This design comes from an exercise in tuning for small area, a short achievable clock period and few clock cycles per item on the open sky130 flow, not from production work. RTL that was checked went through simulation tests only; none was proved equivalent to the original. For runs 5 to 7, only the layout was checked, not whether the RTL still works. No activity file was given, so power comes from the tool's default toggle rates.

## flow/design.v

```verilog
package me_pkg;
	localparam int NUM_CAND        = 16;
	localparam int BLOCK_PIXELS    = 256;
	localparam int BEATS_PER_BLOCK = BLOCK_PIXELS + NUM_CAND - 1;
	localparam int IN_CREDITS  = 4;
	localparam int OUT_CREDITS = 2;
	localparam int IN_CNT_W  = $clog2(IN_CREDITS + 1);
	localparam int OUT_CNT_W = $clog2(OUT_CREDITS + 1);
	typedef logic [7:0] pixel_t;
	typedef logic [15:0] sad_t;
	typedef logic [3:0] mv_t;
	typedef logic [8:0] beat_t;
endpackage
`timescale 1ns/1ps
module pixel_feeder (
	input  logic           clk,
	input  logic           arst_n,
	input  logic           in_valid,
	input  me_pkg::pixel_t c_pix,
	input  me_pkg::pixel_t p_pix,
	output logic           in_credit,
	input  logic           res_pend,
	output logic           step,
	output me_pkg::pixel_t c,
	output me_pkg::pixel_t p,
	output me_pkg::beat_t  beat
);
	logic [me_pkg::IN_CNT_W-1:0] owed;
	me_pkg::beat_t               gpos;
	logic                        grant;
	always_ff @(posedge clk) begin
		c <= c_pix;
		p <= p_pix;
	end
	always_ff @(posedge clk or negedge arst_n) begin
		if (!arst_n) begin
			step <= 1'b0;
		end else begin
			step <= in_valid;
		end
	end
	always_ff @(posedge clk or negedge arst_n) begin
		if (!arst_n) begin
			beat <= '0;
		end else if (step) begin
			beat <= (beat == me_pkg::beat_t'(me_pkg::BEATS_PER_BLOCK - 1)) ? '0 : beat + 1'b1;
		end
	end
	assign grant = (owed != '0) &&
		!(res_pend && (gpos == me_pkg::beat_t'(me_pkg::BLOCK_PIXELS - 1)));
	always_ff @(posedge clk or negedge arst_n) begin
		if (!arst_n) begin
			owed      <= '0;
			gpos      <= me_pkg::beat_t'(me_pkg::IN_CREDITS);
			in_credit <= 1'b0;
		end else begin
			owed      <= owed + me_pkg::IN_CNT_W'(in_valid) - me_pkg::IN_CNT_W'(grant);
			in_credit <= grant;
			if (grant) begin
				gpos <= (gpos == me_pkg::beat_t'(me_pkg::BEATS_PER_BLOCK - 1)) ? '0 : gpos + 1'b1;
			end
		end
	end
endmodule
`timescale 1ns/1ps
module sad_pe (
	input  logic           clk,
	input  logic           arst_n,
	input  logic           step,
	input  logic           en,
	input  me_pkg::pixel_t c_in,
	input  logic [3:0]     c_nx_hi,
	input  me_pkg::pixel_t p,
	input  logic [3:0]     p_hi_d,
	input  logic           clr,
	output me_pkg::pixel_t c_out,
	output me_pkg::sad_t   sad
);
	always_ff @(posedge clk) begin
		if (step) begin
			c_out <= c_in;
		end
	end
	logic [4:0] ac;
	logic [3:0] xl;
	logic [4:0] gc;
	logic       hp;
	logic       gt;
	assign ac[0] = 1'b0;
	for (genvar i = 0; i < 4; i++) begin : g_a
		assign xl[i]   = c_in[i] ^ ~p[i] ^ ac[i];
		assign ac[i+1] = (c_in[i] & ~p[i]) | (ac[i] & (c_in[i] ^ ~p[i]));
	end
	assign gc[0] = 1'b0;
	for (genvar i = 4; i < 8; i++) begin : g_g
		assign gc[i-3] = (c_in[i] & ~p[i]) | (gc[i-4] & (c_in[i] ^ ~p[i]));
	end
	assign hp = (c_in[7:4] == p[7:4]);
	assign gt = gc[4] | (hp & ac[4]);
	logic [3:0] xl_r;
	logic       k_r;
	logic       gt_r;
	logic       en_r;
	always_ff @(posedge clk) begin
		xl_r <= xl | {4{~en}};
		k_r  <= ac[4];
		gt_r <= gt & en;
	end
	always_ff @(posedge clk or negedge arst_n) begin
		if (!arst_n) begin
			en_r <= 1'b0;
		end else begin
			en_r <= en;
		end
	end
	logic [4:0] bc;
	logic [3:0] xh;
	logic [3:0] dl;
	logic [4:0] lc;
	logic [3:0] s0;
	logic [3:0] dh_r;
	logic       cy4_r;
	assign bc[0] = k_r;
	for (genvar i = 0; i < 4; i++) begin : g_b
		assign xh[i]   = c_nx_hi[i] ^ ~p_hi_d[i] ^ bc[i];
		assign bc[i+1] = (c_nx_hi[i] & ~p_hi_d[i]) | (bc[i] & (c_nx_hi[i] ^ ~p_hi_d[i]));
	end
	assign dl    = xl_r ^ {4{~gt_r}};
	assign lc[0] = gt_r;
	for (genvar i = 0; i < 4; i++) begin : g_s0
		assign s0[i]   = sad[i] ^ dl[i] ^ lc[i];
		assign lc[i+1] = (sad[i] & dl[i]) | (lc[i] & (sad[i] ^ dl[i]));
	end
	always_ff @(posedge clk) begin
		dh_r  <= en_r ? (xh ^ {4{~gt_r}}) : 4'd0;
		cy4_r <= lc[4];
	end
	logic [4:0] mc;
	logic [3:0] s1;
	logic       cy8_r;
	assign mc[0] = cy4_r;
	for (genvar i = 0; i < 4; i++) begin : g_s1
		assign s1[i]   = sad[i+4] ^ dh_r[i] ^ mc[i];
		assign mc[i+1] = (sad[i+4] & dh_r[i]) | (mc[i] & (sad[i+4] ^ dh_r[i]));
	end
	always_ff @(posedge clk) begin
		cy8_r <= mc[4];
	end
	logic [7:0] s2;
	assign s2 = sad[15:8] + {7'd0, cy8_r};
	always_ff @(posedge clk) begin
		sad <= clr ? '0 : {s2, s1, s0};
	end
endmodule
`timescale 1ns/1ps
module best_match (
	input  logic           clk,
	input  logic           arst_n,
	input  logic           fin,
	input  logic [me_pkg::NUM_CAND-1:0][15:0] sads,
	output logic [me_pkg::NUM_CAND-1:0] rd,
	output logic           res_pend,
	output logic           out_valid,
	output me_pkg::mv_t    mv,
	output me_pkg::sad_t   sad,
	input  logic           out_credit
);
	logic [3:0]                   fin_d;
	me_pkg::mv_t                  ridx;
	logic                         cmp;
	me_pkg::sad_t                 cand_r;
	me_pkg::mv_t                  cidx;
	logic [me_pkg::OUT_CNT_W-1:0] credits;
	logic                         send;
	always_ff @(posedge clk or negedge arst_n) begin
		if (!arst_n) begin
			fin_d <= '0;
			ridx  <= '0;
			cmp   <= 1'b0;
		end else begin
			fin_d <= {fin_d[2:0], fin};
			cmp   <= fin_d[3];
			if (fin_d[3]) begin
				ridx <= ridx + 1'b1;
			end
		end
	end
	for (genvar d = 0; d < me_pkg::NUM_CAND; d++) begin : g_rd
		assign rd[d] = fin_d[3] && (ridx == me_pkg::mv_t'(d));
	end
	always_ff @(posedge clk) begin
		cand_r <= sads[ridx];
	end
	assign cidx = ridx - 1'b1;
	assign send = res_pend && (credits != '0);
	always_ff @(posedge clk) begin
		if (cmp && ((cidx == '0) || (cand_r < sad))) begin
			sad <= cand_r;
			mv  <= cidx;
		end
	end
	always_ff @(posedge clk or negedge arst_n) begin
		if (!arst_n) begin
			res_pend  <= 1'b0;
			out_valid <= 1'b0;
			credits   <= me_pkg::OUT_CNT_W'(me_pkg::OUT_CREDITS);
		end else begin
			if (cmp && (cidx == me_pkg::mv_t'(me_pkg::NUM_CAND - 1))) begin
				res_pend <= 1'b1;
			end else if (send) begin
				res_pend <= 1'b0;
			end
			out_valid <= send;
			credits   <= credits + me_pkg::OUT_CNT_W'(out_credit) - me_pkg::OUT_CNT_W'(send);
		end
	end
endmodule
`timescale 1ns/1ps
module mv_search_top (
	input  logic           clk,
	input  logic           arst_n,
	input  logic           in_valid,
	input  me_pkg::pixel_t c_pix,
	input  me_pkg::pixel_t p_pix,
	output logic           in_credit,
	output logic           out_valid,
	output me_pkg::mv_t    mv,
	output me_pkg::sad_t   sad,
	input  logic           out_credit
);
	logic           step;
	me_pkg::pixel_t p;
	logic [3:0]     p_hi_d;
	me_pkg::beat_t  beat;
	logic           res_pend;
	logic           fin;
	logic [1:0]     rst_q;
	logic           clr_all;
	me_pkg::pixel_t                    c_chain [me_pkg::NUM_CAND+1];
	logic [me_pkg::NUM_CAND-1:0][15:0] sads;
	logic [me_pkg::NUM_CAND-1:0]       en;
	logic [me_pkg::NUM_CAND-1:0]       rd;
	pixel_feeder u_feeder (
		.clk       (clk),
		.arst_n    (arst_n),
		.in_valid  (in_valid),
		.c_pix     (c_pix),
		.p_pix     (p_pix),
		.in_credit (in_credit),
		.res_pend  (res_pend),
		.step      (step),
		.c         (c_chain[0]),
		.p         (p),
		.beat      (beat)
	);
	always_ff @(posedge clk) begin
		p_hi_d <= p[7:4];
	end
	always_ff @(posedge clk or negedge arst_n) begin
		if (!arst_n) begin
			rst_q <= 2'b11;
		end else begin
			rst_q <= {rst_q[0], 1'b0};
		end
	end
	assign clr_all = rst_q[1];
	for (genvar d = 0; d < me_pkg::NUM_CAND; d++) begin : g_en
		assign en[d] = step && (beat >= me_pkg::beat_t'(d)) &&
			(beat <= me_pkg::beat_t'(me_pkg::BLOCK_PIXELS - 1 + d));
	end
	assign fin = step && (beat >= me_pkg::beat_t'(me_pkg::BLOCK_PIXELS - 1));
	for (genvar d = 0; d < me_pkg::NUM_CAND; d++) begin : g_pe
		sad_pe u_pe (
			.clk     (clk),
			.arst_n  (arst_n),
			.step    (step),
			.en      (en[d]),
			.c_in    (c_chain[d]),
			.c_nx_hi (c_chain[d+1][7:4]),
			.p       (p),
			.p_hi_d  (p_hi_d),
			.clr     (clr_all || rd[d]),
			.c_out   (c_chain[d+1]),
			.sad     (sads[d])
		);
	end
	best_match u_drain (
		.clk        (clk),
		.arst_n     (arst_n),
		.fin        (fin),
		.sads       (sads),
		.rd         (rd),
		.res_pend   (res_pend),
		.out_valid  (out_valid),
		.mv         (mv),
		.sad        (sad),
		.out_credit (out_credit)
	);
endmodule
```

## flow/run.sh

```bash
#!/bin/bash
# synth_recipe.tcl (not shown) runs the flow's synth.tcl, then flattens the netlist and writes it again
# the make line also repeats each setting of config.mk as NAME=value (left out here)
make -C /OpenROAD-flow-scripts/flow DESIGN_CONFIG=/design/flow/config.mk WORK_HOME=/design/flow/orfs CLKGATE_MAP_FILE= SYNTH_SCRIPT=/design/flow/synth_recipe.tcl finish
```

## flow/config.mk

```make
export PLATFORM = sky130hd
export DESIGN_NAME = mv_search_top
export DESIGN_NICKNAME = mv_search_top
export VERILOG_FILES = /design/flow/design.v
export SDC_FILE = /design/flow/constraint.sdc
export NUM_CORES = 4
export LEC_CHECK = 0
export CAP_MARGIN = 20
export CORE_MARGIN = 2
export CORE_UTILIZATION = 40
export SLEW_MARGIN = 20
```

## flow/constraint.sdc

```tcl
create_clock -name core_clock -period 5.5 [get_ports {clk}]
set_input_delay 1.1000 -clock core_clock [delete_from_list [all_inputs] [get_ports {clk}]]
set_output_delay 1.1000 -clock core_clock [all_outputs]
set_load 0.01 [all_outputs]
```

==> impl_metrics.csv, run 1 <==
group,metric,value,unit
clock_network,cts_tree,"done",
critical_path,cp.required,5.99,ns
routing,drt-total-wl,69940,um
logic_synthesis,synth_area,31560,sq um
worst_hold_path,hp-class,"register to register",
power_and_ir_drop,power_frac_comb,25.2,%
flow_run,drv_cap,0,
clock_network,cts_root_buffer,"clkbuf_16",
critical_path,cp.arrival,3.75,ns
logic_synthesis,yosysSeqAreaShare,48.70,%
final_layout,stdcell_count,3727,
logic_synthesis,synth_top_area_share,30.70,%
timing,fin_setup_tns,0,ns
power_and_ir_drop,pwr-share-clk,29.8,%
critical_path,cp.depth,10,
final_layout,diodes,0,
floorplanning,die_w,284.9,um
clock_network,htreeDepth,3,
critical_path,reg2reg_to,"g_pe[9].u_pe.gt_r$_DFF_P_",
timing,setup_viol,0,
clock_network,cts_setup_buffers,0,
logic_synthesis,synth_seq_cells,682,
timing,final_hold_viol_count,0,
timing,slew_viol_final,0,
timing,min_period_over_period,59.23,%
global_routing,antenna_found_initial,2,
power_and_ir_drop,ir_drop,0.2249,mV
logic_synthesis,synth_fp_nets,2927,
logic_synthesis,ys.flop_type,"dfxtp_1",
critical_path,cp-endpoint,"g_pe[9].u_pe.gt_r$_DFF_P_",
global_routing,grt.total_usage,17.58,%
final_layout,drive_above_1_share,8.891,%
critical_path,r2r_slack,2.24,ns
logic_synthesis,syn_inst,2555,
power_and_ir_drop,p_sw,0.005226,W
routing,firstDrtPassIters,6,
logic_synthesis,synth_top_family_by_area,"adder cells",
clock_network,cts_hold_buffers,0,
worst_hold_path,hold_depth,0,
critical_path,startpoint,"u_feeder.p[1]$_DFF_P_",
logic_synthesis,synth_common_cells,"dfxtp_1, inv_1, fa_1, nor2_1, and2_1",
floorplanning,rows,103,
logic_synthesis,synth.avg_cell_area,12.35,sq um
place,dp.cells,3593,
critical_path,end_kind,"register",
logic_synthesis,synthTopCellsByArea,"dfxtp_1, edfxtp_1, fa_1, mux4_2, ha_1",
critical_path,cp_cell_sequence,"inv_1 > fa_1 > inv_1 > fa_1 > inv_1 > fa_1 > a21o_1 > a21oi_1 > o21ai_0 > o211a_1",
timing,fin_ws,2.243,ns
place,dpl.hpwl,53760,um
critical_path,cp_num_buf_inv,3,
critical_path,crit_type,"register to register",
critical_path,slowest_stage,"dfxtp_1",
critical_path,reg2reg_depth,10,
critical_path,path_delay_family,"adder cells",
critical_path,cpPeakStageDelay,0.84,ns
place,io_buffers,41,
power_and_ir_drop,p_per_area,455.6,nW/um^2
clock_network,ctsResizeCount,0,
routing,drcViolationCount,0,
final_layout,nFillCells,7020,
global_routing,grt_max_degree,70,
clock_network,cts_buffer_depth,3,
timing,fin_crit,3.257,ns
logic_synthesis,async_reset_ff_share,7.918,%
clock_network,cts.clk_slew.worst_paths,0.06,ns
final_layout,final_nets,2991,
global_routing,grt_pass1_wl,110600,um
logic_synthesis,synth.mux.area_fraction,6.249,%
clock_network,clk_latency,0.61,ns
logic_synthesis,synth_xor_area_share,7.604,%
clock_network,cts_buffers,74,
run_status,status,"no timing/DRC/antenna violations",
final_layout,final_core_util,45.20,%
floorplanning,boundaryPins,42,
timing,max_slew_margin,26.50,%
routing,dr.first_iter.drc_count,1117,
routing,ant_nets,0,
place,place_ws,2.156,ns
timing,fmax,307.0,MHz
floorplanning,die_area,81160,sq um
critical_path,start_kind,"register",
power_and_ir_drop,seq_power_share,44.9,%
critical_path,critical_path_peak_fanout,11,
global_routing,grt_pass1_vias,18790,
clock_network,clock_sinks,682,
logic_synthesis,synth-edff-count,144,
floorplanning,die_h,284.9,um
routing,vias,17880,
logic_synthesis,yosys_warnings,5,
logic_synthesis,synth_compound_area_share,4.044,%
power_and_ir_drop,p_sw_share,32.34,%
logic_synthesis,synthMostInstantiatedCell,"dfxtp_1",
timing,worst_pin_slew,1.102,ns
logic_synthesis,synth_top_area_cell,"dfxtp_1",
floorplanning,start_util,40.21,%
logic_synthesis,synthAdderAreaFrac,18.93,%
place,gp_congestion,0.8216,
power_and_ir_drop,intPower,0.01093,W
routing,wire_per_inst,18.77,um
critical_path,crit-reg2reg-launch,"u_feeder.p[1]$_DFF_P_",
logic_synthesis,synthSimpleGateAreaFrac,9.964,%
final_layout,area_growth_syn_to_layout,12.40,%
routing,post_drt_via_cell_ratio,4.798,
global_routing,grt.overflow.total,0,
floorplanning,core-area,78480,sq um
timing,skew,0.01788,ns
logic_synthesis,yosysUniqueCellTypes,67,
power_and_ir_drop,p_leak,14.64,nW
timing,grt_setup_unrepaired,"no",
-- cell usage in the layout (no fill, tap or decap), types with 6 or more instances in the layout --
| cell type | instances |
|---|---|
| a21boi_0 | 8 |
| a21oi_1 | 38 |
| a31o_2 | 6 |
| a31oi_1 | 20 |
| and2_1 | 165 |
| and3_1 | 32 |
| buf_4 | 13 |
| clkbuf_1 | 22 |
| clkbuf_16 | 77 |
| clkbuf_8 | 11 |
| clkdlybuf4s50_1 | 40 |
| clkinv_2 | 11 |
| dfrtp_1 | 47 |
| dfxtp_1 | 484 |
| edfxtp_1 | 144 |
| fa_1 | 209 |
| ha_1 | 143 |
| inv_1 | 303 |
| mux2i_1 | 17 |
| mux4_2 | 80 |
| nand2_1 | 53 |
| nand2b_1 | 36 |
| nand3_1 | 81 |
| nand4_1 | 11 |
| nor2_1 | 174 |
| nor2b_1 | 24 |
| nor3_1 | 6 |
| o211ai_1 | 20 |
| o21a_1 | 12 |
| o21ai_0 | 18 |
| o21bai_1 | 12 |
| xnor2_1 | 124 |
| xor2_1 | 150 |
-- through the flow --
step | power, W | hold slack (ns) | cell area, sq um
after floorplan | 0.01005 | 0.3308 | 31560
after global placement | 0.01128 | 0.3365 | 33110
after detailed placement | 0.01150 | 0.3363 | 33110
after CTS | 0.01634 | 0.3494 | 35460
after global routing | 0.01716 | 0.3567 | 35470
final | 0.01616 | 0.3495 | 35470
-- cell families after synthesis --
| logic type | count (synthesis) |
|---|---|
| flip-flops | 682 |
| AND/OR/NAND/NOR | 605 |
| buffers and inverters | 369 |
| multiplexers | 97 |
| adder cells (fa/ha/maj) | 352 |
| XOR/XNOR | 274 |
| other | 1 |
| AO/OA/AOI/OAI | 175 |
-- registers in the layout (all words and copies together), names as in the netlist, 8 cells and up --
name,flops
g_pe.u_pe.c_out,124
g_pe.u_pe.cy4_r,16
g_pe.u_pe.cy8_r,16
g_pe.u_pe.dh_r,64
g_pe.u_pe.en_r,16
g_pe.u_pe.gt_r,16
g_pe.u_pe.k_r,16
g_pe.u_pe.sad,256
g_pe.u_pe.xl_r,64
u_drain.cand_r,16
u_drain.sad,16
u_feeder.beat,9
u_feeder.c,8
u_feeder.gpos,9
u_feeder.p,8
-- power groups by stage --
stage,clock [W],sequential [W],combinational (W)
final,0.00482,0.00726,0.00408
after global routing,0.00514,0.00741,0.00461
after CTS,0.00494,0.00727,0.00413
after detailed placement,0,0.00737,0.00413
after global placement,0,0.00734,0.00394
after floorplan,0,0.00677,0.00328
-- routing by layer --
| layer | share of wire, % | track usage, % | up-vias |
|---|---|---|---|
| met4 | 3.0 | 6.211 | 0 |
| met5 | 0 | 0 | - |
| met3 | 4.2 | 2.736 | 114 |
| met2 | 46 | 28.33 | 372 |
| li1 | - | - | 8517 |
| met1 | 47 | 24.15 | 8878 |
-- worst reg2reg max path, delay by kind of cell, from the launching register on --
family                   cells  cell delay [ns]
adder cells (fa/ha/maj)      3             1.12
buffers and inverters        3             0.62
AO/OA/AOI/OAI                4             0.57
flip-flops                   1             0.84
-- layout make-up --
class	count	area (sq um)	share of cell area, %
multi-input combinational	1504	14790	41.70
timing repair buffer	54	503.0	1.418
clock inverter	24	183.9	0.5185
inverter	303	1137	3.206
clock buffer	110	2161	6.092
tap	1050	1314	3.704
sequential	682	15380	43.36
-- worst min-delay path by stage --
stage | start | to | slack, ns
2_1_floorplan | u_feeder.p[4]$_DFF_P_ | p_hi_d[0]$_DFF_P_ | 0.33
3_3_place_gp | u_drain.fin_d[2]$_DFF_PN0_ | u_drain.fin_d[3]$_DFF_PN0_ | 0.34
3_5_place_dp | u_drain.fin_d[2]$_DFF_PN0_ | u_drain.fin_d[3]$_DFF_PN0_ | 0.34
4_1_cts | u_drain.fin_d[2]$_DFF_PN0_ | u_drain.fin_d[3]$_DFF_PN0_ | 0.35
5_1_grt | u_drain.fin_d[2]$_DFF_PN0_ | u_drain.fin_d[3]$_DFF_PN0_ | 0.36
6_report | u_drain.fin_d[2]$_DFF_PN0_ | u_drain.fin_d[3]$_DFF_PN0_ | 0.35
Testbench counts, summed over its fixed seeds: cycles 52,096, items 192.
==> run 2: changes to the inputs <==
--- a/flow/config.mk
+++ b/flow/config.mk
@@ -10,2 +10,3 @@
 export CORE_UTILIZATION = 40
+export SETUP_SLACK_MARGIN = 2.5
 export SLEW_MARGIN = 20
==> run 2 against run 1 <==
Effect of this change: sequential power hardly changed; clock-buffer cell count stayed put; first-iteration DRC count is 9.0% higher; non-clock buffer count is 1 higher; die area stayed put; critical path depth is 1 higher; clock skew is 0.0049 ns higher; synthesized cell count stayed put; highest routed layer unchanged.
==> impl_metrics.csv, run 2 <==
group,metric,value,unit
logic_synthesis,synth_compound_area_share,4.044,%
final_layout,final_common_cell,"dfxtp_1",
logic_synthesis,yosysSeqAreaShare,48.70,%
logic_synthesis,yosysUniqueCellTypes,67,
global_routing,grt_pass1_wl,112200,um
logic_synthesis,synthSimpleGateAreaFrac,9.964,%
critical_path,cp.arrival,3.31,ns
timing,final_hold_viol_count,0,
place,gp_congestion,0.8777,
logic_synthesis,synthMostInstantiatedCell,"dfxtp_1",
routing,drt-total-wl,70860,um
clock_network,cts_hold_buffers,0,
logic_synthesis,ys.flop_type,"dfxtp_1",
routing,post_drt_via_cell_ratio,4.821,
final_layout,mostFrequentLayoutCells,"dfxtp_1, inv_1, fa_1, nor2_1, and2_1",
timing,grt_setup_unrepaired,"no",
floorplanning,start_util,40.21,%
global_routing,grt_max_degree,68,
logic_synthesis,synth.avg_cell_area,12.35,sq um
routing,drcViolationCount,0,
timing,setup_viol,0,
worst_hold_path,hp-class,"register to register",
timing,fin_ws,2.683,ns
logic_synthesis,synth_top_family_by_area,"adder cells",
clock_network,htreeDepth,3,
routing,wire_per_inst,18.98,um
global_routing,grt.overflow.total,0,
logic_synthesis,synth_top_area_share,30.70,%
place,dpl.hpwl,54360,um
logic_synthesis,synth_top_area_cell,"dfxtp_1",
global_routing,grt.total_usage,17.80,%
critical_path,start_kind,"register",
place,place_ws,2.176,ns
logic_synthesis,synth_common_cells,"dfxtp_1, inv_1, fa_1, nor2_1, and2_1",
logic_synthesis,synthAdderAreaFrac,18.93,%
floorplanning,die_area,81160,sq um
power_and_ir_drop,p_leak,14.75,nW
place,dp.cells,3592,
routing,ant_nets,0,
routing,firstDrtPassIters,5,
clock_network,cts_tree,"done",
logic_synthesis,synth_xor_area_share,7.604,%
logic_synthesis,synth_fp_nets,2927,
critical_path,crit_type,"register to register",
final_layout,largest_reg_flops,256,
timing,max_slew_margin,23.62,%
critical_path,r2r_slack,2.68,ns
floorplanning,die_w,284.9,um
timing,skew,0.02283,ns
routing,dr.first_iter.drc_count,1218,
floorplanning,core-area,78480,sq um
timing,worst_pin_slew,1.143,ns
timing,fin_crit,2.817,ns
logic_synthesis,synth_seq_cells,682,
logic_synthesis,synthTopCellsByArea,"dfxtp_1, edfxtp_1, fa_1, mux4_2, ha_1",
logic_synthesis,yosys_warnings,5,
floorplanning,die_h,284.9,um
logic_synthesis,synth.mux.area_fraction,6.249,%
logic_synthesis,async_reset_ff_share,7.918,%
clock_network,clock_sinks,682,
critical_path,end_kind,"register",
global_routing,antenna_found_initial,0,
final_layout,top_regs,"g_pe.u_pe.sad: 256 flops, g_pe.u_pe.c_out: 124 flops",
logic_synthesis,synth_area,31560,sq um
place,io_buffers,41,
timing,fin_setup_tns,0,ns
timing,slew_viol_final,0,
routing,vias,18000,
final_layout,area_growth_syn_to_layout,13.17,%
flow_run,drv_cap,0,
clock_network,cts.clk_slew.worst_paths,0.06,ns
timing,whs,0.3458,ns
power_and_ir_drop,ir_drop,0.2607,mV
timing,min_period_over_period,51.22,%
critical_path,cp.required,6.00,ns
run_status,status,"no timing/DRC/antenna violations",
floorplanning,boundaryPins,42,
critical_path,critical_path_peak_fanout,16,
floorplanning,rows,103,
final_layout,stdcell_count,3734,
power_and_ir_drop,p_per_area,461.9,nW/um^2
final_layout,drive_above_1_share,9.542,%
global_routing,grt_pass1_vias,19210,
logic_synthesis,syn_inst,2555,
final_layout,final_nets,2993,
timing,fmax,354.9,MHz
final_layout,regMostFlops,"g_pe.u_pe.sad",
clock_network,cts_buffer_depth,3,
clock_network,cts_buffers,75,
clock_network,cts_root_buffer,"clkbuf_16",
logic_synthesis,synth-edff-count,144,
clock_network,clk_latency,0.61,ns
-- run 2: changes by cell type in the layout (fill, tap and decap cells not counted), sizes merged --
cell,before,now
inv,306,305
diode,0,1
buf,14,15
bufinv,2,4
clkinv,17,21
-- run 2: worst max-delay path: stages, from the launching register on --
cell and delay [ns]:
dfxtp_1 0.35, clkinvlp_4 0.35, ha_1 0.35, fa_1 0.36
inv_1 0.08, fa_1 0.15, inv_1 0.06, fa_1 0.46
a21o_1 0.19, a21oi_1 0.12, o21ai_0 0.11, o211a_1 0.12
-- run 2: timing repair --
item / 4_1_cts / 5_1_grt
pin swaps: 0 / 1
setup buffers: 1 / 1
setup endpoints to repair: 39 / 10
resized for setup: 1 / 3
-- run 2: final cells by class --
| class | count | area (sq um) |
|---|---|---|
| well taps | 1050 | 1314 |
| clock buffers | 110 | 2255 |
| flip-flops and latches | 682 | 15380 |
| multi-input cells | 1504 | 14800 |
| repair buffers | 55 | 525.5 |
| diodes | 1 | 2.502 |
| fillers | 6993 | 42770 |
| clock inverters | 29 | 287.8 |
| inverters | 303 | 1145 |
-- run 2: cells by family after synthesis --
logic type                 after synthesis
AOI/OAI and AO/OA                      175
xor gates and xnor gates               274
adders and majority gates              352
buffers and inverters                  369
DFF                                    682
muxes                                   97
other                                    1
and+or+nand+nor                        605
-- run 2: worst paths after layout --
| check | from | to | depth (start not counted) |
|---|---|---|---|
| max in group asynchronous | arst_n | rst_q[1]$_DFF_PN1_ | 2 |
| max | u_feeder.p[0]$_DFF_P_ | g_pe[9].u_pe.gt_r$_DFF_P_ | 11 |
| min in group asynchronous | arst_n | u_drain.credits[0]$_DFF_PN0_ | 1 |
| min reg2reg | u_feeder.p[5]$_DFF_P_ | p_hi_d[1]$_DFF_P_ | 0 |
| max reg2reg | u_feeder.p[0]$_DFF_P_ | g_pe[9].u_pe.gt_r$_DFF_P_ | 11 |
| min | u_feeder.p[5]$_DFF_P_ | p_hi_d[1]$_DFF_P_ | 0 |
-- run 2: routing by layer --
layer  vias up  track usage [%]  share of wire [%]
met5         -                0                  0
met4         0            6.618                3.3
met3       101            2.280                3.7
met2       375            28.93                 47
met1      9003            24.42                 46
li1       8524                -                  -
-- run 2: power by group --
part,switching [W],internal [W]
Sequential,0.00106,0.00618
Clock,0.00207,0.00305
Combinational,0.00219,0.00195
-- run 2: stage by stage --
stage / total power [W] / utilization, % / cell area [sq um]
2_1_floorplan: 0.01006 / - / 31580
3_3_place_gp: 0.01128 / 42.19 / 33120
3_5_place_dp: 0.01153 / 42.20 / 33120
4_1_cts: 0.01670 / 45.46 / 35680
5_1_grt: 0.01751 / 45.50 / 35710
6_report: 0.01650 / 45.50 / 35710
==> run 3: changes to the inputs <==
--- a/flow/config.mk
+++ b/flow/config.mk
@@ -10,3 +10,3 @@
 export CORE_UTILIZATION = 40
-export SETUP_SLACK_MARGIN = 2.5
+export SETUP_SLACK_MARGIN = 3.6
 export SLEW_MARGIN = 20
==> run 3 against run 2 <==
Effect of this change: maximum frequency up 17%; area after synthesis unchanged; largest power group unchanged; final cell count up 4.5%; critical path type unchanged.
==> impl_metrics.csv, run 3 <==
group,metric,value,unit
run_status,status,"no timing/DRC/antenna violations",
power_and_ir_drop,p_leak,15.80,nW
routing,drcViolationCount,0,
final_layout,mostFrequentLayoutCells,"dfxtp_1, inv_1, nor2_1, fa_2, and2_1",
logic_synthesis,synthSimpleGateAreaFrac,9.964,%
critical_path,crit-reg2reg-launch,"u_feeder.gpos[2]$_DFFE_PN1P_",
critical_path,crit_type,"register to register",
floorplanning,die_area,81160,sq um
clock_network,cts_buffers,76,
critical_path,startpoint,"u_feeder.gpos[2]$_DFFE_PN1P_",
final_layout,regMostFlops,"g_pe.u_pe.sad",
floorplanning,core-area,78480,sq um
final_layout,nFillCells,6615,
timing,max_slew_margin,34.51,%
logic_synthesis,synth.mux.area_fraction,6.249,%
timing,worst_pin_slew,0.9824,ns
place,io_buffers,41,
clock_network,htreeDepth,3,
routing,post_drt_via_cell_ratio,4.868,
timing,fin_setup_tns,0,ns
critical_path,cp_cell_sequence,"and2_4 > nand3_4 > nor2_4 > ha_2 > nand2_4 > nand2_4 > inv_4 > ha_4 > inv_2 > ha_4 > fa_2 > xor2_2 > xnor2_1",
global_routing,antenna_found_initial,1,
power_and_ir_drop,p_per_area,469.5,nW/um^2
final_layout,drive_above_1_share,33.19,%
floorplanning,rows,103,
critical_path,end_kind,"register",
floorplanning,boundaryPins,42,
routing,firstDrtPassIters,7,
critical_path,cpPeakStageDelay,0.53,ns
logic_synthesis,yosys_warnings,5,
critical_path,slowest_stage,"dfstp_2",
final_layout,top_regs,"g_pe.u_pe.sad: 256 flops, g_pe.u_pe.c_out: 124 flops",
logic_synthesis,synth_top_area_share,30.70,%
clock_network,cts_tree,"done",
clock_network,clock_sinks,682,
final_layout,multi_input_area,16700,sq um
floorplanning,die_h,284.9,um
clock_network,clk_latency,0.62,ns
timing,fin_crit,2.403,ns
routing,drt-total-wl,81090,um
floorplanning,start_util,40.21,%
logic_synthesis,synthMostInstantiatedCell,"dfxtp_1",
floorplanning,die_w,284.9,um
logic_synthesis,ys.flop_type,"dfxtp_1",
clock_network,cts_root_buffer,"clkbuf_16",
logic_synthesis,synth_compound_area_share,4.044,%
logic_synthesis,synth_common_cells,"dfxtp_1, inv_1, fa_1, nor2_1, and2_1",
routing,vias,19000,
final_layout,area_growth_syn_to_layout,25.51,%
logic_synthesis,synth_top_area_cell,"dfxtp_1",
final_layout,final_common_cell,"dfxtp_1",
logic_synthesis,synth-edff-count,144,
global_routing,grt_pass1_wl,123100,um
global_routing,grt.total_usage,20.01,%
logic_synthesis,synth_seq_cells,682,
global_routing,grt_pass1_vias,19900,
logic_synthesis,async_reset_ff_share,7.918,%
critical_path,start_kind,"register",
logic_synthesis,synth_xor_area_share,7.604,%
clock_network,cts.clk_slew.worst_paths,0.06,ns
critical_path,critical_path_peak_fanout,2,
logic_synthesis,synthAdderAreaFrac,18.93,%
timing,fmax,416.1,MHz
final_layout,largest_reg_flops,256,
timing,final_hold_viol_count,0,
worst_hold_path,hp-start,"u_feeder.p[4]$_DFF_P_",
critical_path,cp_num_buf_inv,2,
logic_synthesis,syn_inst,2555,
global_routing,grt.overflow.total,0,
place,dpl.hpwl,58340,um
logic_synthesis,synth_fp_nets,2927,
logic_synthesis,synth.avg_cell_area,12.35,sq um
final_layout,diodes,0,
timing,skew,0.03116,ns
power_and_ir_drop,ir_drop,0.3227,mV
logic_synthesis,synthTopCellsByArea,"dfxtp_1, edfxtp_1, fa_1, mux4_2, ha_1",
critical_path,cp.arrival,2.88,ns
timing,setup_viol,0,
timing,slew_viol_final,0,
routing,wire_per_inst,20.78,um
critical_path,path_delay_family,"adder cells",
clock_network,cts_buffer_depth,3,
place,gp_congestion,0.8688,
logic_synthesis,synth_area,31560,sq um
worst_hold_path,hp-class,"register to register",
logic_synthesis,yosysUniqueCellTypes,67,
final_layout,seq_area,15550,sq um
timing,min_period_over_period,43.69,%
clock_network,cts_hold_buffers,0,
logic_synthesis,yosysSeqAreaShare,48.70,%
final_layout,final_core_util,50.47,%
global_routing,grt_max_degree,124,
final_layout,final_nets,3162,
logic_synthesis,synth_top_family_by_area,"adder cells",
flow_run,drv_cap,0,
critical_path,cp.required,5.98,ns
routing,dr.first_iter.drc_count,1128,
routing,ant_nets,0,
timing,grt_setup_unrepaired,"yes",
[run 3: cell counts after synthesis]
No cell type changed its count.
[run 3: kinds of logic after synthesis]
| group | after synthesis |
|---|---|
| flops | 682 |
| simple gates | 605 |
| buf+inv | 369 |
| fa+ha+maj | 352 |
| xor+xnor | 274 |
| compound gates | 175 |
| mux | 97 |
| other cells | 1 |
[run 3: cell type report]
type | count | share of cell area [%]
repair buffers | 216 | 5.639
flip-flops and latches | 682 | 39.26
repair inverters | 1 | 0.02843
well taps | 1050 | 3.317
clock inverters | 32 | 0.9224
clock buffers | 109 | 5.686
multi-input cells | 1510 | 42.17
inverters | 303 | 2.976
[run 3: what timing repair did]
item | in CTS | in global routing
setup buffers | 97 | 62
hold endpoints to repair | 0 | 0
pin swaps | 130 | 83
gates resized for setup | 450 | 133
endpoints found under the setup margin | 514 | 340
gates cloned | 10 | 4
[run 3: through the flow]
step	instance area, sq um	instances	total power [W]	worst slack (ns)	hold WS, ns
finish	39610	3903	0.01860	3.097	0.3503
global route	39610	3903	0.01965	3.014	0.3651
global placement	33730	3589	0.01163	2.612	0.3328
detailed placement	33730	3589	0.01186	2.527	0.3421
CTS	38510	3837	0.01820	3.094	0.3492
floorplan	32390	2555	0.01038	3.094	0.3307
[run 3: routing by layer]
metal  vias up  global-route usage (%)  routed length [um]
met1      9544                   27.10               36030
met4         0                   8.224                3150
met3       127                   2.488                3540
met5         -                       0                   0
li1       8895                       -                   -
met2       435                   32.67               38370
[run 3: power by group]
group / leakage [nW] / switching (W) / internal [W] / total, W
clock: 1.28 / 0.00210 / 0.00316 / 0.00526
sequential: 6.03 / 0.00107 / 0.00623 / 0.00730
combinational: 8.49 / 0.00300 / 0.00304 / 0.00604
[run 3: path summary, 6_finish.rpt]
check                                                    end  slack, ns  cells after the start
worst max-delay path              u_feeder.owed[2]$_DFF_PN0_       3.10                     13
worst min-delay path                       p_hi_d[0]$_DFF_P_       0.35                      0
worst max register to register    u_feeder.owed[2]$_DFF_PN0_       3.10                     13
worst min register to register             p_hi_d[0]$_DFF_P_       0.35                      0
max in group asynchronous       u_feeder.beat[8]$_DFFE_PN0P_       4.02                      2
min in group asynchronous       u_drain.credits[0]$_DFF_PN0_       0.73                      2
==> run 4: changes to the inputs <==
--- a/flow/config.mk
+++ b/flow/config.mk
@@ -10,3 +10,3 @@
 export CORE_UTILIZATION = 40
-export SETUP_SLACK_MARGIN = 3.6
+export SETUP_SLACK_MARGIN = 3.2
 export SLEW_MARGIN = 20
==> run 4 against run 3 <==
Effect of this change: maximum frequency up 1.2%; critical path depth unchanged; highest routed layer unchanged; clock skew down 0.0057 ns; register-to-register slack better by 0.03 ns; combinational power down 26%.
==> impl_metrics.csv, run 4 <==
group,metric,value,unit
final_layout,final_common_cell,"dfxtp_1",
routing,dr.first_iter.drc_count,1058,
logic_synthesis,synthMostInstantiatedCell,"dfxtp_1",
power_and_ir_drop,p_leak,14.95,nW
logic_synthesis,synth_fp_nets,2927,
floorplanning,die_w,284.9,um
clock_network,clock_sinks,682,
clock_network,cts_buffer_depth,3,
timing,worst_pin_slew,0.9970,ns
logic_synthesis,syn_inst,2555,
final_layout,final_nets,3033,
clock_network,clk_latency,0.61,ns
global_routing,grt_max_degree,70,
floorplanning,start_util,40.21,%
critical_path,start_kind,"register",
final_layout,final_core_util,46.68,%
routing,wire_per_inst,19.30,um
timing,min_period_over_period,43.18,%
final_layout,diodes,0,
run_status,status,"no timing/DRC/antenna violations",
power_and_ir_drop,power,0.01684,W
routing,ant_nets,0,
floorplanning,boundaryPins,42,
logic_synthesis,yosys_warnings,5,
critical_path,slowest_stage,"dfstp_2",
place,io_buffers,41,
timing,slew_viol_final,0,
logic_synthesis,synth_common_cells,"dfxtp_1, inv_1, fa_1, nor2_1, and2_1",
clock_network,cts_buffers,76,
critical_path,cp.required,5.98,ns
global_routing,antenna_found_initial,1,
final_layout,largest_reg_flops,256,
clock_network,cts_root_buffer,"clkbuf_16",
logic_synthesis,synth_top_area_share,30.70,%
critical_path,cpPeakStageDelay,0.53,ns
routing,firstDrtPassIters,5,
worst_hold_path,hp-start,"u_feeder.p[4]$_DFF_P_",
logic_synthesis,async_reset_ff_share,7.918,%
timing,fin_setup_tns,0,ns
critical_path,cp_cell_sequence,"and2_4 > nand3_2 > nor2_2 > ha_2 > nand2_4 > nand2_4 > inv_4 > ha_4 > inv_2 > ha_4 > fa_2 > xor2_1 > xnor2_1",
critical_path,cp.arrival,2.85,ns
final_layout,drive_above_1_share,17.93,%
timing,fin_crit,2.375,ns
logic_synthesis,yosysSeqAreaShare,48.70,%
routing,drcViolationCount,0,
global_routing,grt_pass1_vias,19070,
place,dp.cells,3590,
timing,max_slew_margin,33.54,%
place,gp_congestion,0.8381,
logic_synthesis,synthTopCellsByArea,"dfxtp_1, edfxtp_1, fa_1, mux4_2, ha_1",
critical_path,crit_type,"register to register",
global_routing,grt.overflow.total,0,
routing,vias,18150,
clock_network,cts_tree,"done",
routing,drt-total-wl,72790,um
final_layout,area_growth_syn_to_layout,16.08,%
timing,skew,0.02543,ns
worst_hold_path,hp-class,"register to register",
critical_path,critical_path_peak_fanout,2,
timing,grt_setup_unrepaired,"yes",
final_layout,stdcell_count,3771,
clock_network,cts_hold_buffers,0,
place,dpl.hpwl,54110,um
power_and_ir_drop,p_per_area,459.8,nW/um^2
critical_path,startpoint,"u_feeder.gpos[2]$_DFFE_PN1P_",
clock_network,cts.clk_slew.worst_paths,0.06,ns
final_layout,mostFrequentLayoutCells,"dfxtp_1, inv_1, nor2_1, and2_1, xor2_1",
floorplanning,rows,103,
clock_network,htreeDepth,3,
floorplanning,die_h,284.9,um
flow_run,drv_cap,0,
critical_path,crit-reg2reg-launch,"u_feeder.gpos[2]$_DFFE_PN1P_",
timing,setup_viol,0,
critical_path,end_kind,"register",
logic_synthesis,synth_seq_cells,682,
logic_synthesis,ys.flop_type,"dfxtp_1",
routing,post_drt_via_cell_ratio,4.813,
timing,final_hold_viol_count,0,
logic_synthesis,synth.avg_cell_area,12.35,sq um
logic_synthesis,synth-edff-count,144,
final_layout,top_regs,"g_pe.u_pe.sad: 256 flops, g_pe.u_pe.c_out: 124 flops",
timing,fmax,421.1,MHz
global_routing,grt.total_usage,18.05,%
floorplanning,core-area,78480,sq um
power_and_ir_drop,ir_drop,0.2221,mV
final_layout,regMostFlops,"g_pe.u_pe.sad",
global_routing,grt_pass1_wl,112900,um
logic_synthesis,yosysUniqueCellTypes,67,
logic_synthesis,synth_area,31560,sq um
floorplanning,die_area,81160,sq um
logic_synthesis,synth_top_area_cell,"dfxtp_1",
-- run 4: cell types whose count changed in the layout (fill, tap and decap cells not counted), sizes merged --
cell,previous run,this run
clkinvlp,8,6
or4,2,1
buf,197,72
clkbuf,109,115
o21bai,18,15
clkinv,17,12
bufinv,6,5
bufbuf,1,0
-- run 4: cells by family (layout without fill, tap and decap cells) --
| family | Yosys count | after routing | synth area share [%] |
|---|---|---|---|
| AOI/OAI and AO/OA | 175 | 177 | 4.044 |
| and+or+nand+nor | 605 | 605 | 9.964 |
| adders and majority gates | 352 | 352 | 18.93 |
| xor gates and xnor gates | 274 | 274 | 7.604 |
| DFF | 682 | 682 | 48.70 |
| other | 1 | 1 | 0.01188 |
| buffers and inverters | 369 | 533 | 4.496 |
| muxes | 97 | 97 | 6.249 |
-- run 4: metrics by stage --
| step | hold slack, ns | worst slack (ns) | cell area, sq um |
|---|---|---|---|
| after floorplan | 0.3307 | 3.094 | 31710 |
| after global placement | 0.3383 | 2.508 | 33190 |
| after detailed placement | 0.3377 | 2.402 | 33190 |
| after CTS | 0.3464 | 3.110 | 36120 |
| after global routing | 0.3547 | 3.022 | 36630 |
| final | 0.3471 | 3.125 | 36630 |
-- run 4: timing repair --
item	CTS	global route
cloned	2	2
pin swaps	20	69
buffers inserted	28	11
gates resized for setup	146	146
endpoints found under the setup margin	388	130
-- run 4: layout make-up --
| class | instances | area (sq um) |
|---|---|---|
| inverter | 303 | 1164 |
| sequential | 682 | 15410 |
| clock inverter | 24 | 274.0 |
| clock buffer | 114 | 2238 |
| multi-input combinational | 1506 | 15390 |
| fill | 6908 | 41850 |
| timing repair buffer | 91 | 829.5 |
| tap | 1050 | 1314 |
| timing repair inverter | 1 | 11.26 |
-- run 4: final timing paths --
kind / endpoint / slack, ns / cells after the start
worst max-delay path: u_feeder.owed[2]$_DFF_PN0_ / 3.13 / 13
worst min-delay path: p_hi_d[0]$_DFF_P_ / 0.35 / 0
worst max register to register: u_feeder.owed[2]$_DFF_PN0_ / 3.13 / 13
worst min register to register: p_hi_d[0]$_DFF_P_ / 0.35 / 0
max in group asynchronous: u_feeder.step$_DFF_PN0_ / 4.09 / 2
min in group asynchronous: u_drain.out_valid$_DFF_PN0_ / 0.70 / 2
-- run 4: routing by layer --
metal / part of all wire [%] / wire length (um) / track usage [%] / vias to the layer above
met5: 0 / 0 / 0 / -
met3: 4.3 / 3141 / 2.376 / 100
met2: 47 / 34150 / 29.12 / 402
met1: 46 / 33340 / 24.97 / 9024
met4: 3.0 / 2158 / 6.579 / 0
li1: - / - / - / 8624
-- run 4: worst max-delay path: cells and delay by family, from the launching register on --
family                     cells  cell delay [ns]
xor gates and xnor gates       2             0.27
buffers and inverters          2             0.09
DFF                            1             0.53
and+or+nand+nor                5             0.46
adders and majority gates      4             0.92
-- run 4: power by group --
group / leakage, nW / switching [W] / internal, W
Clock: 1.22 / 0.00204 / 0.00306
Combinational: 7.69 / 0.00237 / 0.00213
Sequential: 6.03 / 0.00107 / 0.00619
==> run 5: changes to the inputs <==
--- a/flow/design.v
+++ b/flow/design.v
@@ -28,3 +28,2 @@
 	logic [me_pkg::IN_CNT_W-1:0] owed;
-	me_pkg::beat_t               gpos;
 	logic                        grant;
@@ -48,4 +47,5 @@
 	end
-	assign grant = (owed != '0) &&
-		!(res_pend && (gpos == me_pkg::beat_t'(me_pkg::BLOCK_PIXELS - 1)));
+	assign grant = (owed != '0) && !(res_pend &&
+		(beat >= me_pkg::beat_t'(me_pkg::BLOCK_PIXELS - 7)) &&
+		(beat <= me_pkg::beat_t'(me_pkg::BLOCK_PIXELS - 1)));
 	always_ff @(posedge clk or negedge arst_n) begin
@@ -53,3 +53,2 @@
 			owed      <= '0;
-			gpos      <= me_pkg::beat_t'(me_pkg::IN_CREDITS);
 			in_credit <= 1'b0;
@@ -58,5 +57,2 @@
 			in_credit <= grant;
-			if (grant) begin
-				gpos <= (gpos == me_pkg::beat_t'(me_pkg::BEATS_PER_BLOCK - 1)) ? '0 : gpos + 1'b1;
-			end
 		end
--- a/flow/config.mk
+++ b/flow/config.mk
@@ -10,3 +10,3 @@
 export CORE_UTILIZATION = 40
-export SETUP_SLACK_MARGIN = 3.2
+export SETUP_SLACK_MARGIN = 3.0
 export SLEW_MARGIN = 20
==> run 5 against run 4 <==
Effect of this change: combinational power fell by about 30%; clock power is 3% lower; global-route usage grew 0.32 points; clock skew is 0.0085 ns higher; worst hold slack gained 0.0031 ns; final area shrank 2.1%; first-iteration DRC count grew 16%; highest routed layer unchanged.
==> impl_metrics.csv, run 5 <==
group,metric,value,unit
routing,dr.first_iter.drc_count,1224,
timing,fin_crit,2.592,ns
place,place_ws,2.493,ns
floorplanning,die_h,282.7,um
place,placedInstanceArea,32660,sq um
power_and_ir_drop,p_sw,0.004451,W
logic_synthesis,synth_common_cells,"dfxtp_1, inv_1, fa_1, nor2_1, and2_1",
power_and_ir_drop,intPower,0.01032,W
routing,wire_per_inst,19.11,um
timing,slew_viol_final,0,
logic_synthesis,yosysUniqueCellTypes,70,
logic_synthesis,synth_top_area_cell,"dfxtp_1",
place,io_buffers,41,
place,gp_congestion,0.8804,
final_layout,regMostFlops,"g_pe.u_pe.sad",
critical_path,cp_num_buf_inv,5,
logic_synthesis,synth_fp_nets,2905,
power_and_ir_drop,power_frac_comb,21.3,%
critical_path,crit_top_cell,"fa_2",
logic_synthesis,synth_top_area_share,31.19,%
final_layout,mostFrequentLayoutCells,"dfxtp_1, inv_1, nor2_1, and2_1, fa_1",
routing,drcViolationCount,0,
global_routing,grt_pass1_wl,111200,um
floorplanning,rows,102,
critical_path,start_kind,"register",
run_status,status,"no timing/DRC/antenna violations",
power_and_ir_drop,p_sw_share,30.14,%
timing,worst_pin_slew,0.8110,ns
timing,setup_viol,0,
timing,min_period_over_period,47.12,%
floorplanning,die_w,282.7,um
floorplanning,boundaryPins,42,
floorplanning,core-area,77210,sq um
logic_synthesis,async_reset_ff_share,6.686,%
critical_path,cp.arrival,3.14,ns
logic_synthesis,ys.flop_type,"dfxtp_1",
clock_network,cts_hold_buffers,0,
logic_synthesis,synthTopCellsByArea,"dfxtp_1, edfxtp_1, fa_1, mux4_2, ha_1",
power_and_ir_drop,p_leak,14.54,nW
clock_network,cts_root_buffer,"clkbuf_16",
critical_path,cp.required,6.05,ns
timing,fmax,385.8,MHz
routing,drt-total-wl,71510,um
clock_network,cts.clk_slew.worst_paths,0.06,ns
clock_network,clk_latency,0.65,ns
timing,fin_setup_tns,0,ns
power_and_ir_drop,p_per_area,412.0,nW/um^2
critical_path,crit_type,"register to register",
global_routing,grt.total_usage,18.37,%
final_layout,largest_reg_flops,256,
clock_network,cts_buffer_depth,3,
worst_hold_path,hp-class,"register to register",
critical_path,path_delay_family,"adder cells",
power_and_ir_drop,power,0.01477,W
global_routing,grt_pass1_vias,18780,
timing,skew,0.03389,ns
global_routing,antenna_found_initial,0,
power_and_ir_drop,seq_power_share,45.2,%
clock_network,htreeDepth,3,
logic_synthesis,synth.avg_cell_area,12.25,sq um
timing,grt_setup_unrepaired,"yes",
clock_network,cts_tree,"done",
timing,fin_ws,2.908,ns
final_layout,final_common_cell,"dfxtp_1",
clock_network,clock_sinks,673,
critical_path,r2r_slack,2.91,ns
critical_path,critical_path_peak_fanout,6,
critical_path,slowest_stage,"fa_2",
final_layout,final_nets,3010,
routing,firstDrtPassIters,5,
logic_synthesis,synth-edff-count,144,
flow_run,drv_cap,0,
final_layout,fin_area,35850,sq um
final_layout,drive_above_1_share,14.85,%
routing,ant_nets,0,
logic_synthesis,synth_area,31070,sq um
logic_synthesis,synthMostInstantiatedCell,"dfxtp_1",
floorplanning,die_area,79920,sq um
critical_path,cpPeakStageDelay,0.41,ns
final_layout,top_regs,"g_pe.u_pe.sad: 256 flops, g_pe.u_pe.c_out: 124 flops",
power_and_ir_drop,pwr-share-clk,33.5,%
routing,post_drt_via_cell_ratio,4.758,
floorplanning,start_util,40.24,%
logic_synthesis,synth_seq_cells,673,
logic_synthesis,syn_inst,2536,
place,dpl.hpwl,53130,um
final_layout,area_growth_syn_to_layout,15.38,%
global_routing,grt.overflow.total,0,
clock_network,cts_buffers,75,
critical_path,end_kind,"register",
logic_synthesis,yosys_warnings,5,
critical_path,cp_cell_sequence,"clkinvlp_4 > buf_12 > buf_8 > ha_4 > inv_2 > fa_2 > fa_2 > fa_2 > inv_2 > a21oi_2 > nor2b_1 > o211ai_1 > a21boi_1",
routing,vias,17800,
power_and_ir_drop,ir_drop,0.2890,mV
logic_synthesis,yosysSeqAreaShare,48.74,%
timing,final_hold_viol_count,0,
timing,max_slew_margin,45.88,%
global_routing,grt_max_degree,82,
-- run 5: cell count changes in the layout (fill, tap and decap cells not counted), sizes merged, moves of 17 or more --
cell / before / now
a21oi: 38 / 55
buf: 72 / 53
clkbuf: 115 / 97
nand3: 81 / 61
nor2: 174 / 192
or2: 5 / 25
xnor2: 124 / 142
xor2: 150 / 126
-- run 5: cell type report --
type,instances,area [sq um]
clock buffers,95,2012
diodes,1,2.502
repair buffers,95,947.2
fillers,6807,41360
flip-flops and latches,673,15170
multi-input cells,1477,14780
inverters,319,1215
clock inverters,42,421.7
well taps,1040,1301
-- run 5: power groups by stage --
| stage | combinational [W] | sequential (W) | clock, W |
|---|---|---|---|
| after global routing | 0.00361 | 0.00679 | 0.00527 |
| final | 0.00314 | 0.00668 | 0.00495 |
| after floorplan | 0.00231 | 0.00648 | 0 |
| after global placement | 0.00280 | 0.00682 | 0 |
| after CTS | 0.00312 | 0.00669 | 0.00507 |
| after detailed placement | 0.00297 | 0.00685 | 0 |
-- run 5: logic make-up after synthesis --
kind of cell / after synthesis / share of synthesized area [%]
other: 1 / 0.01207
muxes: 97 / 6.411
DFF: 673 / 48.74
xor gates and xnor gates: 268 / 7.555
adders and majority gates: 349 / 19.10
buffers and inverters: 387 / 4.764
and+or+nand+nor: 605 / 10.05
AOI/OAI and AO/OA: 156 / 3.363
-- run 5: path summary, 6_finish.rpt --
| path | from | to | depth (start not counted) |
|---|---|---|---|
| worst max-delay path | u_feeder.p[0]$_DFF_P_ | g_pe[7].u_pe.gt_r$_DFF_P_ | 13 |
| worst min-delay path | u_feeder.p[4]$_DFF_P_ | p_hi_d[0]$_DFF_P_ | 0 |
| worst max register to register | u_feeder.p[0]$_DFF_P_ | g_pe[7].u_pe.gt_r$_DFF_P_ | 13 |
| worst min register to register | u_feeder.p[4]$_DFF_P_ | p_hi_d[0]$_DFF_P_ | 0 |
| max in group asynchronous | arst_n | u_feeder.step$_DFF_PN0_ | 2 |
| min in group asynchronous | arst_n | u_drain.fin_d[3]$_DFF_PN0_ | 1 |
-- run 5: layer usage --
| layer | track usage [%] | share of wire, % |
|---|---|---|
| met5 | 0 | 0 |
| met4 | 7.570 | 3.8 |
| met3 | 2.511 | 4.2 |
| met2 | 30.13 | 47 |
| met1 | 24.58 | 45 |
-- run 5: per-stage QoR --
stage               std cells  hold slack [ns]  utilization (%)
floorplan                2536           0.3308                -
global placement         3562           0.3370            42.29
detailed placement       3562           0.3374            42.29
CTS                      3732           0.3505            46.05
global route             3741           0.3514            46.43
finish                   3742           0.3503            46.43
-- run 5: what timing repair did --
action | CTS | global route
setup endpoints to repair | 291 | 100
gates resized for setup | 73 | 65
setup buffers | 32 | 8
gates cloned | 1 | 1
pin swaps | 6 | 20
==> run 6: changes to the inputs <==
--- a/flow/config.mk
+++ b/flow/config.mk
@@ -7,2 +7,3 @@
 export LEC_CHECK = 0
+export ABC_CLOCK_PERIOD_IN_PS = 2000
 export CAP_MARGIN = 20
@@ -10,3 +11,3 @@
 export CORE_UTILIZATION = 40
-export SETUP_SLACK_MARGIN = 3.0
+export SETUP_SLACK_MARGIN = 3.2
 export SLEW_MARGIN = 20
==> run 6 against run 5 <==
Effect of this change: critical path type unchanged; register-to-register slack better by 0.04 ns; worst hold slack better by 0.00086 ns; clock skew down 0.0054 ns; total power up 2.1%; sequential power up 0.6%; final area up 0.81%; still clean on timing, DRC and antenna; highest routed layer unchanged.
==> impl_metrics.csv, run 6 <==
group,metric,value,unit
final_layout,largest_reg_flops,256,
clock_network,htreeDepth,3,
critical_path,cp_num_buf_inv,1,
clock_network,cts_tree,"done",
timing,fin_crit,2.551,ns
timing,final_hold_viol_count,0,
global_routing,grt.total_usage,18.11,%
floorplanning,die_area,79920,sq um
final_layout,seq_area,15180,sq um
timing,fmax,392.0,MHz
clock_network,clock_sinks,673,
place,place_ws,2.370,ns
critical_path,cp.depth,11,
critical_path,slowest_stage,"dfrtp_2",
clock_network,cts_buffers,74,
critical_path,cpPeakStageDelay,0.40,ns
critical_path,cp.arrival,3.04,ns
floorplanning,core-area,77210,sq um
timing,fin_setup_tns,0,ns
logic_synthesis,yosysSeqAreaShare,48.74,%
routing,firstDrtPassIters,5,
logic_synthesis,syn_inst,2536,
logic_synthesis,synth_top_area_share,31.19,%
critical_path,reg2reg_depth,11,
critical_path,r2r_slack,2.95,ns
global_routing,antenna_found_initial,0,
clock_network,clk_latency,0.62,ns
critical_path,start_kind,"register",
final_layout,regMostFlops,"g_pe.u_pe.sad",
logic_synthesis,synth_common_cells,"dfxtp_1, inv_1, fa_1, nor2_1, and2_1",
timing,skew,0.02849,ns
logic_synthesis,async_reset_ff_share,6.686,%
floorplanning,start_util,40.24,%
floorplanning,die_w,282.7,um
logic_synthesis,synth_area,31070,sq um
logic_synthesis,synth.avg_cell_area,12.25,sq um
final_layout,drive_above_1_share,17.74,%
logic_synthesis,synth_top_area_cell,"dfxtp_1",
critical_path,critical_path_peak_fanout,4,
critical_path,crit_top_cell,"ha_1",
final_layout,mostFrequentLayoutCells,"dfxtp_1, inv_1, nor2_1, and2_1, edfxtp_1",
logic_synthesis,yosys_warnings,5,
final_layout,diodes,0,
critical_path,crit-reg2reg-launch,"u_feeder.beat[6]$_DFFE_PN0P_",
critical_path,cp_cell_sequence,"and4_4 > and3_1 > ha_1 > o21ai_1 > o32a_1 > ha_1 > inv_1 > ha_2 > fa_2 > xnor2_2 > xnor2_1",
power_and_ir_drop,p_per_area,417.1,nW/um^2
logic_synthesis,yosysUniqueCellTypes,70,
critical_path,path_delay_family,"adder cells",
place,dpl.hpwl,52770,um
critical_path,crit_type,"register to register",
global_routing,grt_pass1_wl,110100,um
critical_path,cp.required,5.99,ns
worst_hold_path,hp-class,"register to register",
power_and_ir_drop,ir_drop,0.2491,mV
routing,drt-total-wl,70180,um
final_layout,area_growth_syn_to_layout,16.31,%
clock_network,cts_buffer_depth,3,
critical_path,reg2reg_to,"u_feeder.owed[2]$_DFF_PN0_",
global_routing,grt.overflow.total,0,
timing,slew_viol_final,0,
logic_synthesis,synth_seq_cells,673,
floorplanning,boundaryPins,42,
final_layout,nFillCells,6820,
critical_path,end_kind,"register",
critical_path,cp-endpoint,"u_feeder.owed[2]$_DFF_PN0_",
logic_synthesis,synth-edff-count,144,
routing,vias,17820,
final_layout,top_regs,"g_pe.u_pe.sad: 256 flops, g_pe.u_pe.c_out: 124 flops",
critical_path,startpoint,"u_feeder.beat[6]$_DFFE_PN0P_",
power_and_ir_drop,p_leak,14.59,nW
place,gp_congestion,0.8432,
routing,ant_nets,0,
logic_synthesis,synthTopCellsByArea,"dfxtp_1, edfxtp_1, fa_1, mux4_2, ha_1",
final_layout,final_nets,3015,
timing,worst_pin_slew,0.8662,ns
floorplanning,die_h,282.7,um
clock_network,cts.clk_slew.worst_paths,0.05,ns
timing,setup_viol,0,
global_routing,grt_pass1_vias,18680,
routing,dr.first_iter.drc_count,1048,
timing,fin_ws,2.949,ns
timing,max_slew_margin,42.25,%
flow_run,drv_cap,0,
final_layout,final_common_cell,"dfxtp_1",
logic_synthesis,ys.flop_type,"dfxtp_1",
place,io_buffers,41,
run_status,status,"no timing/DRC/antenna violations",
routing,wire_per_inst,18.74,um
routing,post_drt_via_cell_ratio,4.758,
logic_synthesis,synth_fp_nets,2905,
global_routing,grt_max_degree,78,
logic_synthesis,synthMostInstantiatedCell,"dfxtp_1",
timing,grt_setup_unrepaired,"yes",
timing,whs,0.3511,ns
routing,drcViolationCount,0,
floorplanning,rows,102,
clock_network,cts_root_buffer,"clkbuf_16",
final_layout,multi_input_area,14910,sq um
timing,min_period_over_period,46.38,%
==> run 6: cell counts after synthesis <==
Identical to the previous run, type by type.
==> run 6: kinds of logic (layout without fill, tap and decap cells) <==
kind of cell | count (synthesis) | count (layout) | share of synthesized area [%]
xor+xnor | 268 | 268 | 7.555
other cells | 1 | 1 | 0.01207
mux | 97 | 97 | 6.411
buf+inv | 387 | 555 | 4.764
flops | 673 | 673 | 48.74
simple gates | 605 | 605 | 10.05
fa+ha+maj | 349 | 349 | 19.10
compound gates | 156 | 157 | 3.363
==> run 6: how the worst min path moves through the flow <==
stage	startpoint	to	cells past startpoint
6_report	u_feeder.p[7]$_DFF_P_	p_hi_d[3]$_DFF_P_	0
5_1_grt	u_feeder.p[4]$_DFF_P_	p_hi_d[0]$_DFF_P_	0
4_1_cts	u_feeder.p[7]$_DFF_P_	p_hi_d[3]$_DFF_P_	0
3_5_place_dp	u_feeder.p[7]$_DFF_P_	p_hi_d[3]$_DFF_P_	0
3_3_place_gp	u_drain.fin_d[2]$_DFF_PN0_	u_drain.fin_d[3]$_DFF_PN0_	0
2_1_floorplan	u_feeder.p[4]$_DFF_P_	p_hi_d[0]$_DFF_P_	0
==> run 6: per-layer routing <==
layer	track usage, %	up-vias	wire (um)
met5	0	-	0
met4	5.861	0	1830
met3	2.330	110	2727
met2	29.52	356	33130
met1	25.13	8879	32490
li1	-	8475	-
==> run 6: area by class of cell <==
type	count	area share, %
Inverter	319	3.396
Timing Repair Buffer	100	2.562
Tap cell	1040	3.601
Multi-Input combinational cell	1477	41.25
Sequential cell	673	42.01
Clock buffer	106	6.000
Timing Repair inverter	1	0.03116
Clock inverter	29	1.153
==> run 6: what timing repair did <==
item,in CTS,in global routing
endpoints found under the hold margin,0,0
resized for setup,189,46
gates cloned,2,2
buffers inserted,30,14
hold buffers,0,0
pin swaps,24,20
endpoints found under the setup margin,353,102
==> run 6: power breakdown <==
part	internal, W	total (W)	switching (W)	leakage [nW]
combinational	0.00149	0.00312	0.00163	7.41
clock	0.00318	0.00523	0.00205	1.25
sequential	0.00599	0.00672	0.000734	5.94
total	0.0107	0.0151	0.00441	14.6
==> run 6: stage by stage <==
stage	instances	total power (W)	cell area, sq um	utilization, %
3_3_place_gp	3562	0.009643	32750	42.42
2_1_floorplan	2536	0.008805	31280	-
6_report	3745	0.01507	36140	46.80
3_5_place_dp	3562	0.009852	32750	42.42
4_1_cts	3729	0.01521	35850	46.44
5_1_grt	3745	0.01599	36140	46.80
==> run 7: changes to the inputs <==
--- a/flow/config.mk
+++ b/flow/config.mk
@@ -7,3 +7,2 @@
 export LEC_CHECK = 0
-export ABC_CLOCK_PERIOD_IN_PS = 2000
 export CAP_MARGIN = 20
@@ -11,2 +10,4 @@
 export CORE_UTILIZATION = 40
+export CTS_CLUSTER_DIAMETER = 100
+export CTS_CLUSTER_SIZE = 24
 export SETUP_SLACK_MARGIN = 3.2
==> run 7 against run 6 <==
Effect of this change: first-iteration DRC count up 19%; sequential power hardly changed; routed wire length down 0.79%; clock-buffer cell count fell by 56; maximum frequency decreased by 2.1%; setup slack worse by 0.054 ns; sequential share of layout area increased by 1.6 points; total power fell by 16%; register-to-register slack got worse by 0.05 ns; via count shrank 1.7%; largest cell class unchanged; largest power group unchanged.
==> impl_metrics.csv, run 7 <==
group,metric,value,unit
critical_path,cp_cell_sequence,"and4_4 > and3_1 > ha_1 > o21ai_0 > o32a_1 > ha_1 > inv_1 > ha_2 > fa_2 > xnor2_2 > xnor2_1",
logic_synthesis,synthMostInstantiatedCell,"dfxtp_1",
global_routing,grt.total_usage,17.89,%
global_routing,antenna_found_initial,0,
global_routing,grt_max_degree,78,
clock_network,htreeDepth,2,
final_layout,final_nets,2989,
logic_synthesis,synth-edff-count,144,
final_layout,final_common_cell,"dfxtp_1",
logic_synthesis,synth_common_cells,"dfxtp_1, inv_1, fa_1, nor2_1, and2_1",
timing,fin_crit,2.605,ns
worst_hold_path,hp-start,"u_feeder.p[7]$_DFF_P_",
logic_synthesis,yosys_warnings,5,
routing,post_drt_via_cell_ratio,4.762,
critical_path,crit_type,"register to register",
logic_synthesis,synth.avg_cell_area,12.25,sq um
final_layout,diodes,0,
timing,grt_setup_unrepaired,"yes",
critical_path,cp_num_buf_inv,1,
routing,dr.first_iter.drc_count,1243,
global_routing,met3_usage,1.836,%
floorplanning,boundaryPins,42,
critical_path,cpPeakStageDelay,0.42,ns
global_routing,busiest_layer,"met2",
place,dpl.hpwl,52770,um
timing,fmax,383.9,MHz
global_routing,grt_pass1_wl,108800,um
critical_path,end_kind,"register",
clock_network,cts_buffer_depth,3,
routing,ant_nets,0,
final_layout,mostFrequentLayoutCells,"dfxtp_1, inv_1, nor2_1, and2_1, edfxtp_1",
clock_network,clk_latency,0.59,ns
logic_synthesis,synth_area,31070,sq um
clock_network,cts_buffers,34,
final_layout,area_growth_syn_to_layout,11.95,%
routing,drcViolationCount,0,
critical_path,reg2reg_depth,11,
clock_network,cts_hold_buffers,0,
clock_network,cts_root_buffer,"clkbuf_16",
place,placedInstanceArea,32750,sq um
floorplanning,die_h,282.7,um
global_routing,grt.overflow.total,0,
worst_hold_path,holdPathEnd,"p_hi_d[3]$_DFF_P_",
flow_run,drv_cap,0,
global_routing,grt_util_met2,29.85,%
floorplanning,start_util,40.24,%
logic_synthesis,synth_fp_nets,2905,
final_layout,regMostFlops,"g_pe.u_pe.sad",
floorplanning,core-area,77210,sq um
logic_synthesis,ys.flop_type,"dfxtp_1",
power_and_ir_drop,ir_drop,0.2439,mV
floorplanning,rows,102,
logic_synthesis,synthTopCellsByArea,"dfxtp_1, edfxtp_1, fa_1, mux4_2, ha_1",
clock_network,clock_sinks,673,
timing,fin_setup_tns,0,ns
critical_path,path_delay_family,"adder cells",
logic_synthesis,synth_seq_cells,673,
timing,max_slew_margin,41.33,%
run_status,status,"no timing/DRC/antenna violations",
final_layout,top_regs,"g_pe.u_pe.sad: 256 flops, g_pe.u_pe.c_out: 124 flops",
logic_synthesis,yosysSeqAreaShare,48.74,%
logic_synthesis,syn_inst,2536,
timing,final_hold_viol_count,0,
final_layout,seq_area,15180,sq um
clock_network,cts_tree,"done",
critical_path,start_kind,"register",
clock_network,cts.clk_slew.worst_paths,0.09,ns
logic_synthesis,yosysUniqueCellTypes,70,
place,gp_congestion,0.8432,
critical_path,reg2reg_to,"u_feeder.owed[2]$_DFF_PN0_",
place,io_buffers,41,
run 7: cell types whose count changed in the layout (fill, tap and decap cells not counted), moves of 5 or more:
cell        before  now
ha_4             3    8
clkinv_2         7    0
buf_6           12   18
clkbuf_16       81   38
bufinv_16        9    1
clkbuf_8         9    0
clkinvlp_4      10    4
run 7: routing by layer:
metal	share of wire, %	wire, um
met3	2.9	1993
met1	47	32660
met4	2.2	1501
met2	48	33470
met5	0	0
run 7: timing repair:
item,CTS,global route
buffers inserted,46,13
pin swaps,32,24
endpoints found under the hold margin,0,0
endpoints found under the setup margin,355,118
resized for setup,206,47
cloned,1,2
run 7: cell families (layout without fill, tap and decap cells):
family,after synthesis,count (layout),synth area share [%]
other cells,1,1,0.01207
flops,673,673,48.74
compound gates,156,157,3.363
buf+inv,387,488,4.764
simple gates,605,605,10.05
xor+xnor,268,268,7.555
fa+ha+maj,349,349,19.10
mux,97,97,6.411
run 7: worst register-to-register path: cells and delay by family (launching register included):
kind | cells | cell delay, ns
AO/OA/AOI/OAI | 2 | 0.32
XOR/XNOR | 2 | 0.28
adder cells (fa/ha/maj) | 4 | 1.01
buffers and inverters | 1 | 0.05
flip-flops | 1 | 0.42
AND/OR/NAND/NOR | 2 | 0.42
run 7: area by class of cell:
| cell class | count | area share, % |
|---|---|---|
| Timing Repair Buffer | 115 | 3.187 |
| Multi-Input combinational cell | 1477 | 43.01 |
| Clock inverter | 4 | 0.1619 |
| Inverter | 319 | 3.514 |
| Clock buffer | 50 | 2.741 |
| Sequential cell | 673 | 43.64 |
| Tap cell | 1040 | 3.741 |
run 7: report_power, final:
group	internal (W)	switching, W	leakage [nW]
clock	0.00127	0.00162	0.489
sequential	0.00598	0.000731	5.94
combinational	0.00150	0.00163	7.50
total	0.00875	0.00398	13.9
run 7: through the flow:
step / utilization [%] / setup WS [ns] / total power [W] / cells / hold slack (ns)
floorplan: - / 2.913 / 0.008805 / 2536 / 0.3307
global placement: 42.42 / 2.447 / 0.009643 / 3562 / 0.3355
detailed placement: 42.42 / 2.370 / 0.009852 / 3562 / 0.3408
CTS: 44.66 / 2.853 / 0.01284 / 3663 / 0.3580
global route: 45.05 / 2.827 / 0.01359 / 3678 / 0.3689
finish: 45.05 / 2.895 / 0.01273 / 3678 / 0.3560
run 7: how the worst max path moves through the flow:
stage / to / from / cells after the start / slack, ns
2_1_floorplan: u_feeder.owed[2]$_DFF_PN0_ / u_feeder.beat[1]$_DFFE_PN0P_ / 12 / 2.91
4_1_cts: u_feeder.owed[2]$_DFF_PN0_ / u_feeder.beat[0]$_DFFE_PN0P_ / 12 / 2.85
3_3_place_gp: u_feeder.owed[2]$_DFF_PN0_ / u_feeder.beat[8]$_DFFE_PN0P_ / 10 / 2.45
5_1_grt: u_feeder.owed[2]$_DFF_PN0_ / u_feeder.beat[6]$_DFFE_PN0P_ / 11 / 2.83
6_report: u_feeder.owed[2]$_DFF_PN0_ / u_feeder.beat[6]$_DFFE_PN0P_ / 11 / 2.89
3_5_place_dp: u_feeder.owed[2]$_DFF_PN0_ / u_feeder.beat[8]$_DFFE_PN0P_ / 10 / 2.37

Check on run 7: ideal ports give 2.895 ns setup slack; a clkbuf_16 on the clock port and buf_2 on the inputs give 2.895 ns; moving port delays by the midpoint clock arrival (0.643 ns) as well gives 2.895 ns.
